This design comes from an exercise in tuning for small area, a short achievable clock period and few clock cycles per item on the open sky130 flow, not from production work.
The RTL was checked by simulation tests, not by an equivalence proof against the original design.

==> flow/design.v, too long to show whole: its modules and the start of the top module <==
// module mhdg_wrap: 19 lines
// module magnetometer_heading_core: 1708 lines
module magnetometer_heading_core #(
    parameter int CORDIC_STEPS = mhdg_pkg::CORDIC_STEPS_DEF,
    parameter int SAMPLE_WIDTH = mhdg_pkg::SAMPLE_WIDTH_DEF
) (
    input  logic                                i_clk,
    input  logic                                i_rst_n,
    input  logic                                i_s_tvalid,
    output logic                                o_s_tready,
    input  logic [mhdg_pkg::S_TDATA_W-1:0]      i_s_tdata,    
    input  logic                                i_s_tuser,    
    output logic                                o_m_tvalid,
    input  logic                                i_m_tready,
    output logic [mhdg_pkg::M_TDATA_W-1:0]      o_m_tdata,    
    input  logic                                i_cfg_we,
    input  logic [mhdg_pkg::CFG_IDX_W-1:0]      i_cfg_idx,
    input  logic [mhdg_pkg::CFG_DATA_W-1:0]     i_cfg_data
);
  // ...
==> flow/flow/run.sh <==
#!/bin/bash
# The standard layout, except that the port buffers buffer_ports inserts are
# sky130_fd_sc_hd__buf_4 cells rather than the library's default choice.
set -euo pipefail
bash standard.sh 'BUFFER_PORTS_ARGS=-buffer_cell sky130_fd_sc_hd__buf_4' finish > standard_sh.log 2>&1
==> flow/standard.sh <==
#!/bin/bash
# synth_recipe.tcl (not shown) runs the flow's synth.tcl, then flattens the netlist and writes it again
# the make line also repeats each setting of config.mk as NAME=value (left out here)
make -C /OpenROAD-flow-scripts/flow DESIGN_CONFIG=/design/flow/config.mk WORK_HOME=/design/flow/orfs CLKGATE_MAP_FILE= SYNTH_SCRIPT=/design/flow/synth_recipe.tcl "${@:-finish}"
==> flow/config.mk <==
export PLATFORM = sky130hd
export DESIGN_NAME = magnetometer_heading_core
export DESIGN_NICKNAME = magnetometer_heading_core
export VERILOG_FILES = /design/flow/design.v
export SDC_FILE = /design/flow/constraint.sdc
export NUM_CORES = 4
export LEC_CHECK = 0
export ABC_AREA = 1
export CAP_MARGIN = 20
export CORE_MARGIN = 2
export CORE_UTILIZATION = 40
export GPL_TIMING_DRIVEN = 0
export SLEW_MARGIN = 20
==> flow/constraint.sdc <==
create_clock -name core_clock -period 13.0 [get_ports {i_clk}]
set_input_delay 2.6000 -clock core_clock [delete_from_list [all_inputs] [get_ports {i_clk}]]
set_output_delay 2.6000 -clock core_clock [all_outputs]
set_load 0.01 [all_outputs]
==> flow_summary.toml, run 1 <==
[outcome]
outcome = "timing/DRC/antenna clean"

[yosys]
synth_top_area_frac = 0.3571
synthTopCellsByCount = "nand2_1 (1807), inv_1 (1265), edfxtp_1 (1157)"
synth.most_common_cell = "nand2_1"
synth_xor_area_frac = 0.1250
synthFlopType = "edfxtp_1"

[sta]
finalSetupTns_ps = 0
whs_ps = 415.4
tightest_slew_ps = 1172

[routing]
viasPerCell = 5.173

[clocking]
clk_latency_ps = 830
cts_max_level = 4
postCtsHoldBufs = 0
cts_made_buffers = 158
cts_tree = "yes"
clk_pin_slew_worst_paths_ps = 60
ctsResizeCount = 0

[floorplanning]
taps = 3202
die_area_sq_mm = 0.2472

[final_layout]
nClkBuffers = 197
clock_area_frac = 0.04927
num-nonclk-inverters = 1336
layout_commonest_cell = "nand2_1"
multi_input_cells = 7529
stdcell_count = 14124
insertedDiodeCount = 2

[global_routing]
use_met1 = 0.2838

[worst_setup_path]
cpMostUsedCell = "o21ai_0"
path_max_fanout = 10

[placed_design]
portBuffers = 84

[worst_hold_path]
hold_path.class = "flop to flop"
Testbench counts, summed over its fixed seeds: cycles 4,080, items 3,072.
==> run 2: changes to the inputs <==
--- a/flow/design.v
+++ b/flow/design.v
@@ -112,51 +112,40 @@
     logic [23:0] r_gain_nx, r_gain_ny;    
     logic        r_swap;
     logic        r_adv, r_rdy;
     logic        r0_v, r0_op;
     logic [15:0] r0_raw_x, r0_raw_y;
     logic [8:0]  w_deg;
     logic        w_op;
     logic        w_push;
-    logic        r_cfg_we;
-    logic [2:0]  r_cfg_idx;
-    logic [23:0] r_cfg_data;
-    always_ff @(posedge i_clk) begin
-        r_cfg_idx  <= i_cfg_idx;
-        r_cfg_data <= i_cfg_data;
-    end
     always_ff @(posedge i_clk) begin
         if (!i_rst_n) begin
-            r_cfg_we <= 1'b0;
-            r_bias_x <= '0;
-            r_bias_y <= '0;
-            r_gain_x <= '0;
-            r_gain_y <= '0;
+            r_bias_x  <= '0;
+            r_bias_y  <= '0;
+            r_gain_x  <= '0;
+            r_gain_y  <= '0;
             r_gain_nx <= '1;
             r_gain_ny <= '1;
-            r_swap   <= 1'b0;
-        end else begin
-            r_cfg_we <= i_cfg_we;
-            if (r_cfg_we) begin
-                case (r_cfg_idx)
-                    3'd0: r_bias_x <= r_cfg_data[15:0];
-                    3'd1: r_bias_y <= r_cfg_data[15:0];
-                    3'd2: begin
-                        r_gain_x  <= r_cfg_data;
-                        r_gain_nx <= ~r_cfg_data;
-                    end
-                    3'd3: begin
-                        r_gain_y  <= r_cfg_data;
-                        r_gain_ny <= ~r_cfg_data;
-                    end
-                    3'd4: r_swap   <= r_cfg_data[0];
-                    default: ;
-                endcase
-            end
+            r_swap    <= 1'b0;
+        end else if (i_cfg_we) begin
+            case (i_cfg_idx)
+                3'd0: r_bias_x <= i_cfg_data[15:0];
+                3'd1: r_bias_y <= i_cfg_data[15:0];
+                3'd2: begin
+                    r_gain_x  <= i_cfg_data;
+                    r_gain_nx <= ~i_cfg_data;
+                end
+                3'd3: begin
+                    r_gain_y  <= i_cfg_data;
+                    r_gain_ny <= ~i_cfg_data;
+                end
+                3'd4: r_swap   <= i_cfg_data[0];
+                default: ;
+            endcase
         end
     end
     assign o_s_tready = r_rdy;
     always_ff @(posedge i_clk) begin
         if (r_adv) begin
             r0_raw_x <= i_s_tdata[15:0];
             r0_raw_y <= i_s_tdata[31:16];
             r0_op    <= i_s_tuser;
@@ -182,18 +171,17 @@
     logic [39:0] w1_rcy;
     logic [15:0] w2_mx;
     logic [0:0] w2_sx;
     logic [15:0] w2_my;
     logic [0:0] w2_sy;
     logic [24:0] w3_x_1;
     logic [24:0] w3_y_1;
     logic [0:0] w3_d_0;
-    logic [0:0] w3_qp;
-    logic [0:0] w3_qn;
+    logic [0:0] w3_qv;
     logic [0:0] w4_d_1;
     logic [24:0] w4_y_2;
     logic [24:0] w4_x_2;
     logic [0:0] w5_d_2;
     logic [23:0] w5_y_3;
     logic [24:0] w5_x_3;
     logic [0:0] w6_d_3;
     logic [21:0] w6_y_4;
@@ -257,157 +245,144 @@
     logic [15:0] r3_mx;
     logic [0:0] r3_sx;
     logic [15:0] r3_my;
     logic [0:0] r3_sy;
     logic [0:0] r4_op;
     logic [16:0] r4_x_1;
     logic [16:0] r4_y_1;
     logic [0:0] r4_d_0;
-    logic [0:0] r4_qp;
-    logic [0:0] r4_qn;
+    logic [0:0] r4_qv;
     logic [0:0] r5_op;
     logic [0:0] r5_d_0;
-    logic [0:0] r5_qp;
-    logic [0:0] r5_qn;
+    logic [0:0] r5_qv;
     logic [0:0] r5_d_1;
     logic [17:0] r5_y_2;
     logic [17:0] r5_x_2;
     logic [0:0] r6_op;
     logic [0:0] r6_d_0;
-    logic [0:0] r6_qp;
-    logic [0:0] r6_qn;
+    logic [0:0] r6_qv;
     logic [0:0] r6_d_1;
     logic [0:0] r6_d_2;
     logic [18:0] r6_y_3;
     logic [19:0] r6_x_3;
     logic [0:0] r7_op;
     logic [0:0] r7_d_0;
-    logic [0:0] r7_qp;
-    logic [0:0] r7_qn;
+    logic [0:0] r7_qv;
     logic [0:0] r7_d_1;
     logic [0:0] r7_d_2;
     logic [0:0] r7_d_3;
     logic [19:0] r7_y_4;
     logic [22:0] r7_x_4;
     logic [0:0] r8_op;
     logic [0:0] r8_d_0;
-    logic [0:0] r8_qp;
-    logic [0:0] r8_qn;
+    logic [0:0] r8_qv;
     logic [0:0] r8_d_1;
     logic [0:0] r8_d_2;
     logic [0:0] r8_d_3;
     logic [0:0] r8_d_4;
     logic [21:0] r8_y_5;
     logic [24:0] r8_x_5;
     logic [0:0] r9_op;
     logic [0:0] r9_d_0;
-    logic [0:0] r9_qp;
-    logic [0:0] r9_qn;
+    logic [0:0] r9_qv;
     logic [0:0] r9_d_1;
     logic [0:0] r9_d_2;
     logic [0:0] r9_d_3;
     logic [0:0] r9_d_4;
     logic [0:0] r9_d_5;
     logic [20:0] r9_y_6;
     logic [24:0] r9_x_6;
     logic [0:0] r10_op;
     logic [0:0] r10_d_0;
-    logic [0:0] r10_qp;
-    logic [0:0] r10_qn;
+    logic [0:0] r10_qv;
     logic [0:0] r10_d_1;
     logic [0:0] r10_d_2;
     logic [0:0] r10_d_3;
     logic [0:0] r10_d_4;
     logic [0:0] r10_d_5;
     logic [0:0] r10_d_6;
     logic [19:0] r10_y_7;
     logic [24:0] r10_x_7;
     logic [0:0] r11_op;
     logic [0:0] r11_d_0;
-    logic [0:0] r11_qp;
-    logic [0:0] r11_qn;
+    logic [0:0] r11_qv;
     logic [0:0] r11_d_1;
     logic [0:0] r11_d_2;
     logic [0:0] r11_d_3;
     logic [0:0] r11_d_4;
     logic [0:0] r11_d_5;
     logic [0:0] r11_d_6;
     logic [0:0] r11_d_7;
     logic [18:0] r11_y_8;
     logic [24:0] r11_x_8;
     logic [0:0] r12_op;
     logic [0:0] r12_d_0;
-    logic [0:0] r12_qp;
-    logic [0:0] r12_qn;
+    logic [0:0] r12_qv;
     logic [0:0] r12_d_1;
     logic [0:0] r12_d_2;
     logic [0:0] r12_d_3;
     logic [0:0] r12_d_4;
     logic [0:0] r12_d_5;
     logic [0:0] r12_d_6;
     logic [0:0] r12_d_7;
     logic [0:0] r12_d_8;
     logic [17:0] r12_y_9;
     logic [24:0] r12_x_9;
     logic [0:0] r13_op;
     logic [0:0] r13_d_0;
-    logic [0:0] r13_qp;
-    logic [0:0] r13_qn;
+    logic [0:0] r13_qv;
     logic [0:0] r13_d_1;
     logic [0:0] r13_d_2;
     logic [0:0] r13_d_3;
     logic [0:0] r13_d_4;
     logic [0:0] r13_d_5;
     logic [0:0] r13_d_6;
     logic [0:0] r13_d_7;
     logic [0:0] r13_d_8;
     logic [0:0] r13_d_9;
     logic [16:0] r13_y_10;
     logic [24:0] r13_x_10;
     logic [0:0] r13_zero;
     logic [0:0] r14_op;
     logic [0:0] r14_d_0;
-    logic [0:0] r14_qp;
-    logic [0:0] r14_qn;
+    logic [0:0] r14_qv;
     logic [0:0] r14_d_1;
     logic [0:0] r14_d_2;
     logic [0:0] r14_d_3;
     logic [0:0] r14_d_4;
     logic [0:0] r14_d_5;
     logic [0:0] r14_d_6;
     logic [0:0] r14_d_7;
     logic [0:0] r14_d_8;
     logic [0:0] r14_d_9;
     logic [0:0] r14_zero;
     logic [0:0] r14_d_10;
     logic [15:0] r14_y_11;
     logic [24:0] r14_x_11;
     logic [0:0] r15_op;
     logic [0:0] r15_d_0;
-    logic [0:0] r15_qp;
-    logic [0:0] r15_qn;
+    logic [0:0] r15_qv;
     logic [0:0] r15_d_1;
     logic [0:0] r15_d_2;
     logic [0:0] r15_d_3;
     logic [0:0] r15_d_4;
     logic [0:0] r15_d_5;
     logic [0:0] r15_d_6;
     logic [0:0] r15_d_7;
     logic [0:0] r15_d_8;
     logic [0:0] r15_d_9;
     logic [0:0] r15_zero;
     logic [0:0] r15_d_10;
     logic [0:0] r15_d_11;
     logic [14:0] r15_y_12;
     logic [24:0] r15_x_12;
     logic [0:0] r16_op;
     logic [0:0] r16_d_0;
-    logic [0:0] r16_qp;
-    logic [0:0] r16_qn;
+    logic [0:0] r16_qv;
     logic [0:0] r16_d_1;
     logic [0:0] r16_d_2;
     logic [0:0] r16_d_3;
     logic [0:0] r16_d_4;
     logic [0:0] r16_d_5;
     logic [0:0] r16_d_6;
     logic [0:0] r16_d_7;
     logic [0:0] r16_d_8;
@@ -415,18 +390,17 @@
     logic [0:0] r16_zero;
     logic [0:0] r16_d_10;
     logic [0:0] r16_d_11;
     logic [0:0] r16_d_12;
     logic [13:0] r16_y_13;
     logic [24:0] r16_x_13;
     logic [0:0] r17_op;
     logic [0:0] r17_d_0;
-    logic [0:0] r17_qp;
-    logic [0:0] r17_qn;
+    logic [0:0] r17_qv;
     logic [0:0] r17_d_1;
     logic [0:0] r17_d_2;
     logic [0:0] r17_d_3;
     logic [0:0] r17_d_4;
     logic [0:0] r17_d_5;
     logic [0:0] r17_d_6;
     logic [0:0] r17_d_7;
     logic [0:0] r17_d_8;
@@ -1192,18 +1166,17 @@
     wire w3_vsx = r_swap ? r3_sy : r3_sx;
     wire w3_vsy = r_swap ? r3_sx : r3_sy;
     wire [16:0] w3_sm = {1'b0, r3_mx} + {1'b0, r3_my};
     wire [16:0] w3_dxy = {1'b0, r3_mx} - {1'b0, r3_my};
     wire [16:0] w3_dyx = {1'b0, r3_my} - {1'b0, r3_mx};
     assign w3_x_1 = {w3_sm, 8'd0};
     assign w3_y_1 = {(w3_vsx ^ r_swap ^ w3_vsy) ? w3_dxy : w3_dyx, 8'd0};
     assign w3_d_0 = !w3_vsy;
-    assign w3_qp = w3_vsx && !w3_vsy;
-    assign w3_qn = w3_vsx && w3_vsy;
+    assign w3_qv = w3_vsx;
     wire [24:0] s4_x_1 = {r4_x_1, 8'd0};
     wire [24:0] s4_y_1 = {r4_y_1, 8'd0};
     assign w4_d_1 = !s4_y_1[24];
     wire [24:0] w4_xs = {{1{1'b0}}, s4_x_1[24:1]};
     wire [24:0] w4_yl = s4_y_1[24:0];
     wire [25:0] w4_ya = {w4_yl, 1'b1} + {w4_xs ^ {25{w4_d_1}}, w4_d_1};
     assign w4_y_2 = w4_ya[25:1];
     wire [24:0] w4_ys = {{1{s4_y_1[24]}}, s4_y_1[24:1]};
@@ -1313,18 +1286,18 @@
     wire [25:0] w16_xa = {r16_x_13, 1'b1} + {w16_ys ^ {25{!w16_d_13}}, !w16_d_13};
     assign w16_x_14 = w16_xa[25:1];
     assign w17_d_14 = !r17_y_14[12];
     wire [11:0] w17_xs = {{1{1'b0}}, r17_x_14[24:14]};
     wire [11:0] w17_yl = r17_y_14[11:0];
     wire [12:0] w17_ya = {w17_yl, 1'b1} + {w17_xs ^ {12{w17_d_14}}, w17_d_14};
     assign w17_y_15 = w17_ya[12:1];
     assign w18_d_15 = !w17_y_15[11];
-    wire [5:0] w19_zsel0 = {r17_qp, r17_qn, r17_d_0, r17_d_1, r17_d_2, r17_d_3};
-    wire [1663:0] w19_ztab0 = {26'd0, 26'd0, 26'd0, 26'd0, 26'd0, 26'd0, 26'd0, 26'd0, 26'd0, 26'd0, 26'd0, 26'd0, 26'd0, 26'd0, 26'd0, 26'd0, 26'd11506246, 26'd10572356, 26'd9666488, 26'd8732598, 26'd8024312, 26'd7090422, 26'd6184554, 26'd5250664, 26'd5608006, 26'd4674116, 26'd3768248, 26'd2834358, 26'd2126072, 26'd1192182, 26'd286314, 26'd66461288, 26'd66818630, 26'd65884740, 26'd64978872, 26'd64044982, 26'd63336696, 26'd62402806, 26'd61496938, 26'd60563048, 26'd60920390, 26'd59986500, 26'd59080632, 26'd58146742, 26'd57438456, 26'd56504566, 26'd55598698, 26'd54664808, 26'd5608006, 26'd4674116, 26'd3768248, 26'd2834358, 26'd2126072, 26'd1192182, 26'd286314, 26'd66461288, 26'd66818630, 26'd65884740, 26'd64978872, 26'd64044982, 26'd63336696, 26'd62402806, 26'd61496938, 26'd60563048};
+    wire [4:0] w19_zsel0 = {r17_qv, r17_d_0, r17_d_1, r17_d_2, r17_d_3};
+    wire [831:0] w19_ztab0 = {26'd11506246, 26'd10572356, 26'd9666488, 26'd8732598, 26'd8024312, 26'd7090422, 26'd6184554, 26'd5250664, 26'd60920390, 26'd59986500, 26'd59080632, 26'd58146742, 26'd57438456, 26'd56504566, 26'd55598698, 26'd54664808, 26'd5608006, 26'd4674116, 26'd3768248, 26'd2834358, 26'd2126072, 26'd1192182, 26'd286314, 26'd66461288, 26'd66818630, 26'd65884740, 26'd64978872, 26'd64044982, 26'd63336696, 26'd62402806, 26'd61496938, 26'd60563048};
     wire [25:0] w19_zlut0 = w19_ztab0[w19_zsel0 * 26 +: 26];
     wire [3:0] w19_zsel1 = {r17_d_4, r17_d_5, r17_d_6, r17_d_7};
     wire [415:0] w19_ztab1 = {26'd879368, 26'd820698, 26'd762036, 26'd703366, 26'd644760, 26'd586090, 26'd527428, 26'd468758, 26'd410610, 26'd351940, 26'd293278, 26'd234608, 26'd176002, 26'd117332, 26'd58670, 26'd0};
     wire [25:0] w19_zlut1 = w19_ztab1[w19_zsel1 * 26 +: 26];
     wire [3:0] w19_zsel2 = {r17_d_8, r17_d_9, r17_d_10, r17_d_11};
     wire [415:0] w19_ztab2 = {26'd55004, 26'd51338, 26'd47670, 26'd44004, 26'd40336, 26'd36670, 26'd33002, 26'd29336, 26'd25668, 26'd22002, 26'd18334, 26'd14668, 26'd11000, 26'd7334, 26'd3666, 26'd0};
     wire [25:0] w19_zlut2 = w19_ztab2[w19_zsel2 * 26 +: 26];
     wire [2:0] w19_zsel3 = {r17_d_12, r17_d_13, w17_d_14};
@@ -1518,157 +1491,144 @@
             r3_mx <= w2_mx;
             r3_sx <= w2_sx;
             r3_my <= w2_my;
             r3_sy <= w2_sy;
             r4_op <= r3_op;
             r4_x_1 <= w3_x_1[24:8];
             r4_y_1 <= w3_y_1[24:8];
             r4_d_0 <= w3_d_0;
-            r4_qp <= w3_qp;
-            r4_qn <= w3_qn;
+            r4_qv <= w3_qv;
             r5_op <= r4_op;
             r5_d_0 <= r4_d_0;
-            r5_qp <= r4_qp;
-            r5_qn <= r4_qn;
+            r5_qv <= r4_qv;
             r5_d_1 <= w4_d_1;
             r5_y_2 <= w4_y_2[24:7];
             r5_x_2 <= w4_x_2[24:7];
             r6_op <= r5_op;
             r6_d_0 <= r5_d_0;
-            r6_qp <= r5_qp;
-            r6_qn <= r5_qn;
+            r6_qv <= r5_qv;
             r6_d_1 <= r5_d_1;
             r6_d_2 <= w5_d_2;
             r6_y_3 <= w5_y_3[23:5];
             r6_x_3 <= w5_x_3[24:5];
             r7_op <= r6_op;
             r7_d_0 <= r6_d_0;
-            r7_qp <= r6_qp;
-            r7_qn <= r6_qn;
+            r7_qv <= r6_qv;
             r7_d_1 <= r6_d_1;
             r7_d_2 <= r6_d_2;
             r7_d_3 <= w6_d_3;
             r7_y_4 <= w6_y_4[21:2];
             r7_x_4 <= w6_x_4[24:2];
             r8_op <= r7_op;
             r8_d_0 <= r7_d_0;
-            r8_qp <= r7_qp;
-            r8_qn <= r7_qn;
+            r8_qv <= r7_qv;
             r8_d_1 <= r7_d_1;
             r8_d_2 <= r7_d_2;
             r8_d_3 <= r7_d_3;
             r8_d_4 <= w7_d_4;
             r8_y_5 <= w7_y_5;
             r8_x_5 <= w7_x_5;
             r9_op <= r8_op;
             r9_d_0 <= r8_d_0;
-            r9_qp <= r8_qp;
-            r9_qn <= r8_qn;
+            r9_qv <= r8_qv;
             r9_d_1 <= r8_d_1;
             r9_d_2 <= r8_d_2;
             r9_d_3 <= r8_d_3;
             r9_d_4 <= r8_d_4;
             r9_d_5 <= w8_d_5;
             r9_y_6 <= w8_y_6;
             r9_x_6 <= w8_x_6;
             r10_op <= r9_op;
             r10_d_0 <= r9_d_0;
-            r10_qp <= r9_qp;
-            r10_qn <= r9_qn;
+            r10_qv <= r9_qv;
             r10_d_1 <= r9_d_1;
             r10_d_2 <= r9_d_2;
             r10_d_3 <= r9_d_3;
             r10_d_4 <= r9_d_4;
             r10_d_5 <= r9_d_5;
             r10_d_6 <= w9_d_6;
             r10_y_7 <= w9_y_7;
             r10_x_7 <= w9_x_7;
             r11_op <= r10_op;
             r11_d_0 <= r10_d_0;
-            r11_qp <= r10_qp;
-            r11_qn <= r10_qn;
+            r11_qv <= r10_qv;
             r11_d_1 <= r10_d_1;
             r11_d_2 <= r10_d_2;
             r11_d_3 <= r10_d_3;
             r11_d_4 <= r10_d_4;
             r11_d_5 <= r10_d_5;
             r11_d_6 <= r10_d_6;
             r11_d_7 <= w10_d_7;
             r11_y_8 <= w10_y_8;
             r11_x_8 <= w10_x_8;
             r12_op <= r11_op;
             r12_d_0 <= r11_d_0;
-            r12_qp <= r11_qp;
-            r12_qn <= r11_qn;
+            r12_qv <= r11_qv;
             r12_d_1 <= r11_d_1;
             r12_d_2 <= r11_d_2;
             r12_d_3 <= r11_d_3;
             r12_d_4 <= r11_d_4;
             r12_d_5 <= r11_d_5;
             r12_d_6 <= r11_d_6;
             r12_d_7 <= r11_d_7;
             r12_d_8 <= w11_d_8;
             r12_y_9 <= w11_y_9;
             r12_x_9 <= w11_x_9;
             r13_op <= r12_op;
             r13_d_0 <= r12_d_0;
-            r13_qp <= r12_qp;
-            r13_qn <= r12_qn;
+            r13_qv <= r12_qv;
             r13_d_1 <= r12_d_1;
             r13_d_2 <= r12_d_2;
             r13_d_3 <= r12_d_3;
             r13_d_4 <= r12_d_4;
             r13_d_5 <= r12_d_5;
             r13_d_6 <= r12_d_6;
             r13_d_7 <= r12_d_7;
             r13_d_8 <= r12_d_8;
             r13_d_9 <= w12_d_9;
             r13_y_10 <= w12_y_10;
             r13_x_10 <= w12_x_10;
             r13_zero <= w12_zero;
             r14_op <= r13_op;
             r14_d_0 <= r13_d_0;
-            r14_qp <= r13_qp;
-            r14_qn <= r13_qn;
+            r14_qv <= r13_qv;
             r14_d_1 <= r13_d_1;
             r14_d_2 <= r13_d_2;
             r14_d_3 <= r13_d_3;
             r14_d_4 <= r13_d_4;
             r14_d_5 <= r13_d_5;
             r14_d_6 <= r13_d_6;
             r14_d_7 <= r13_d_7;
             r14_d_8 <= r13_d_8;
             r14_d_9 <= r13_d_9;
             r14_zero <= r13_zero;
             r14_d_10 <= w13_d_10;
             r14_y_11 <= w13_y_11;
             r14_x_11 <= w13_x_11;
             r15_op <= r14_op;
             r15_d_0 <= r14_d_0;
-            r15_qp <= r14_qp;
-            r15_qn <= r14_qn;
+            r15_qv <= r14_qv;
             r15_d_1 <= r14_d_1;
             r15_d_2 <= r14_d_2;
             r15_d_3 <= r14_d_3;
             r15_d_4 <= r14_d_4;
             r15_d_5 <= r14_d_5;
             r15_d_6 <= r14_d_6;
             r15_d_7 <= r14_d_7;
             r15_d_8 <= r14_d_8;
             r15_d_9 <= r14_d_9;
             r15_zero <= r14_zero;
             r15_d_10 <= r14_d_10;
             r15_d_11 <= w14_d_11;
             r15_y_12 <= w14_y_12;
             r15_x_12 <= w14_x_12;
             r16_op <= r15_op;
             r16_d_0 <= r15_d_0;
-            r16_qp <= r15_qp;
-            r16_qn <= r15_qn;
+            r16_qv <= r15_qv;
             r16_d_1 <= r15_d_1;
             r16_d_2 <= r15_d_2;
             r16_d_3 <= r15_d_3;
             r16_d_4 <= r15_d_4;
             r16_d_5 <= r15_d_5;
             r16_d_6 <= r15_d_6;
             r16_d_7 <= r15_d_7;
             r16_d_8 <= r15_d_8;
@@ -1676,18 +1636,17 @@
             r16_zero <= r15_zero;
             r16_d_10 <= r15_d_10;
             r16_d_11 <= r15_d_11;
             r16_d_12 <= w15_d_12;
             r16_y_13 <= w15_y_13;
             r16_x_13 <= w15_x_13;
             r17_op <= r16_op;
             r17_d_0 <= r16_d_0;
-            r17_qp <= r16_qp;
-            r17_qn <= r16_qn;
+            r17_qv <= r16_qv;
             r17_d_1 <= r16_d_1;
             r17_d_2 <= r16_d_2;
             r17_d_3 <= r16_d_3;
             r17_d_4 <= r16_d_4;
             r17_d_5 <= r16_d_5;
             r17_d_6 <= r16_d_6;
             r17_d_7 <= r16_d_7;
             r17_d_8 <= r16_d_8;
==> run 2 against run 1 <==
Synthesized area down 0.99%; clock skew down 7.4 ps; wire length down 2.0%; critical path depth down 9; core utilization about the same; die area down 0.98%; critical path type is now input pin to flop; largest cell class unchanged.
==> flow_summary.toml, run 2 <==
[outcome]
outcome = "timing/DRC/antenna clean"

[yosys]
synthFlopType = "edfxtp_1"
seq_area_frac_synth = 0.3900
synth.mux.area_fraction = 0.0003117
ys_seq_elements = 1305
synth_compound_area_frac = 0.1095
synth_area_leader_cell = "edfxtp_1"
synthAdderAreaFrac = 0.1710
synth.most_common_cell = "nand2_1"
synthSimpleGateAreaFrac = 0.1363
syn-mean-instance-area_sq_um = 9.237
synth_top_family_by_area = "adder cells"
synth_xor_area_frac = 0.1271
synthTopCellsByCount = "nand2_1 (1774), inv_1 (1256), edfxtp_1 (1143)"
synth.area.top_cells = "edfxtp_1 (36%), ha_1 (9.7%), xor2_1 (8.8%), fa_1 (7.4%), nand2_1 (6.9%)"
synth_top_area_frac = 0.3563
ys_async_sr_fraction = 0
synthCells = 10429
ys_types = 80
synth_area_sq_mm = 0.09633
yosys_warnings = 2
synth_edf_count = 1143

[global_routing]
globalRouteOverflowTotal = 0
track_usage = 0.2094
grt_pass1_vias = 71751
grt_max_degree = 62
grt_antenna_before_repair = 14
grt_pass1_wl_mm = 403.7

[final_layout]
drive_gt1_frac = 0.05194
stdcell_count = 14007
fin_util = 0.4447
layout_common_cells = "nand2_1 (1774), inv_1 (1256), edfxtp_1 (1143)"
layout_commonest_cell = "nand2_1"
fin_nets = 11858
fillers = 23060
area_growth_pct = 10.83
top_regs = "r2_rax x40, r2_ray x40"

[worst_setup_path]
end_kind = "flop"
path_max_fanout = 10
critical-path-max-stage-delay_ps = 930
crit_arrival_ps = 5250
startpoint_type = "input pin"
cp_slowest_cell = "clkinv_1"
crit_type = "input pin to flop"
path_cells = "clkbuf_1 -> clkinv_1 -> clkbuf_2 -> a21oi_1"
required_ps = 13710

[sta]
rsz0062_at_grt = "false"
tightest_slew_ps = 1206
post-route-min-period_ps = 4546
drv_slew = 0
period_share = 0.3497
finalSetupTns_ps = 0
fin_skew_ps = 52.00
maxSlewHeadroom = 0.1962
finalHoldViolCount = 0
whs_ps = 406.5
fmax_ghz = 0.2200
setup_viol = 0

[floorplanning]
die_area_sq_mm = 0.2448
rows = 180
die_h_um = 494.7
coreArea_sq_mm = 0.2401
start_util = 0.4012
die_w_um = 494.7
io_pins = 91

[placed_design]
dp.cells = 13724
post-dp-hpwl_mm = 210.4
gp_congestion = 0.9319
portBuffers = 83

[clocking]
cts_tree = "yes"
clk_pin_slew_worst_paths_ps = 60
cts_max_level = 4
ctsResizeCount = 0
cts_made_buffers = 151
clk_root_buffer_cell = "clkbuf_16"
clock_path_buffers = 3
cts_num_sinks = 1305
postCtsHoldBufs = 0
cts_setup_buffers = 0
clk_latency_ps = 820

[routing]
wl_per_cell_um = 18.63
first_pass_iters = 6
drt_iter0_drc = 5644
postRouteAntennaNets = 0
wl_mm = 261.0
via_count = 73066
drc = 0
viasPerCell = 5.216

[run]
drv_cap = 0

[worst_hold_path]
hold_path.class = "flop to flop"
[run 2: changes by cell type after synthesis, moves of 15 or more]
cell	change
a21oi_1	-24
dfxtp_1	-28
nand2_1	-33
nand3_1	+16
nor2_1	-15
o21ai_0	-25
[run 2: layout make-up]
type,count,area (sq um),share of cell area
clock buffer,184,4083,0.03824
tap,3185,3985,0.03733
clock inverter,97,1151,0.01078
buffer,315,1358,0.01272
sequential,1305,37570,0.3519
multi-input combinational,7486,52440,0.4912
timing repair buffer,105,1186,0.01111
inverter,1328,4985,0.04669
antenna,2,5.005,0.00004688
[run 2: stage by stage]
step / setup WS (ps) / area (sq um)
global placement: -568.1 / 101000
global route: 8382 / 106800
floorplan: 3241 / 96350
finish: 8454 / 106800
detailed placement: 7738 / 101500
CTS: 8622 / 106800
[run 2: critical path: cells and delay by family]
family,cells,cell delay [ps]
AOI/OAI and AO/OA,1,240
buffers and inverters,3,2360
[run 2: final timing paths]
check,from,to,slack (ps),cells past startpoint
worst max-delay path,i_rst_n,r_gain_y[17],8450,4
worst min-delay path,r9_d_5,r10_d_5,410,0
worst max register to register,r8_y_5[21],r9_x_6[24],8830,13
worst min register to register,r9_d_5,r10_d_5,410,0
[run 2: per-layer routing]
layer | share of wire | wire length [um] | global-route usage | vias to the layer above
met3 | 0.054 | 14190 | 0.02997 | 438
met4 | 0.029 | 7589 | 0.06189 | 14
met1 | 0.45 | 118300 | 0.2857 | 35018
li1 | - | - | - | 35566
met5 | 0.00040 | 105 | 0 | -
met2 | 0.46 | 120800 | 0.3442 | 2030
[run 2: logic make-up (layout without fill, tap and decap cells)]
| kind of cell | Yosys count | count (layout) |
|---|---|---|
| flops | 1305 | 1305 |
| fa+ha+maj | 1103 | 1103 |
| mux | 3 | 3 |
| simple gates | 3114 | 3114 |
| xor+xnor | 1395 | 1395 |
| compound gates | 1865 | 1865 |
| other cells | 1 | 8 |
| buf+inv | 1643 | 2029 |
Testbench counts of run 2, summed over its fixed seeds: cycles 4,080, items 3,072.

[port drivers added, routing unchanged]
How much do the figures lean on ideal ports? The routed layouts below were timed once more, with nothing changed but the port constraints. Step 1 (the two cells are an assumption about what drives the block):
set clk [get_ports {i_clk}]
set_driving_cell -lib_cell sky130_fd_sc_hd__clkbuf_16 $clk
set_driving_cell -lib_cell sky130_fd_sc_hd__buf_2 [delete_from_list [all_inputs] $clk]
Step 2 times the ports against the registers' clock, not the clock port: input delays grow and output delays shrink by t, the midpoint of the rising clock arrivals with the driver on. a / b / c = ideal / step 1 / step 2; a / b = the first two.
run	t (ns)	slack for setup (ns)	latest minus earliest clock arrival (ns)
run 1	0.893	8.526 / 8.526 / 8.438	0.062 / 0.061
run 2	0.885	8.454 / 8.483 / 7.599	0.064 / 0.065
After both steps setup and hold are still met in every run listed. For run 2, which loses most, drivers alone change the setup slack by +0.029 ns; drivers and shift together by -0.855 ns.
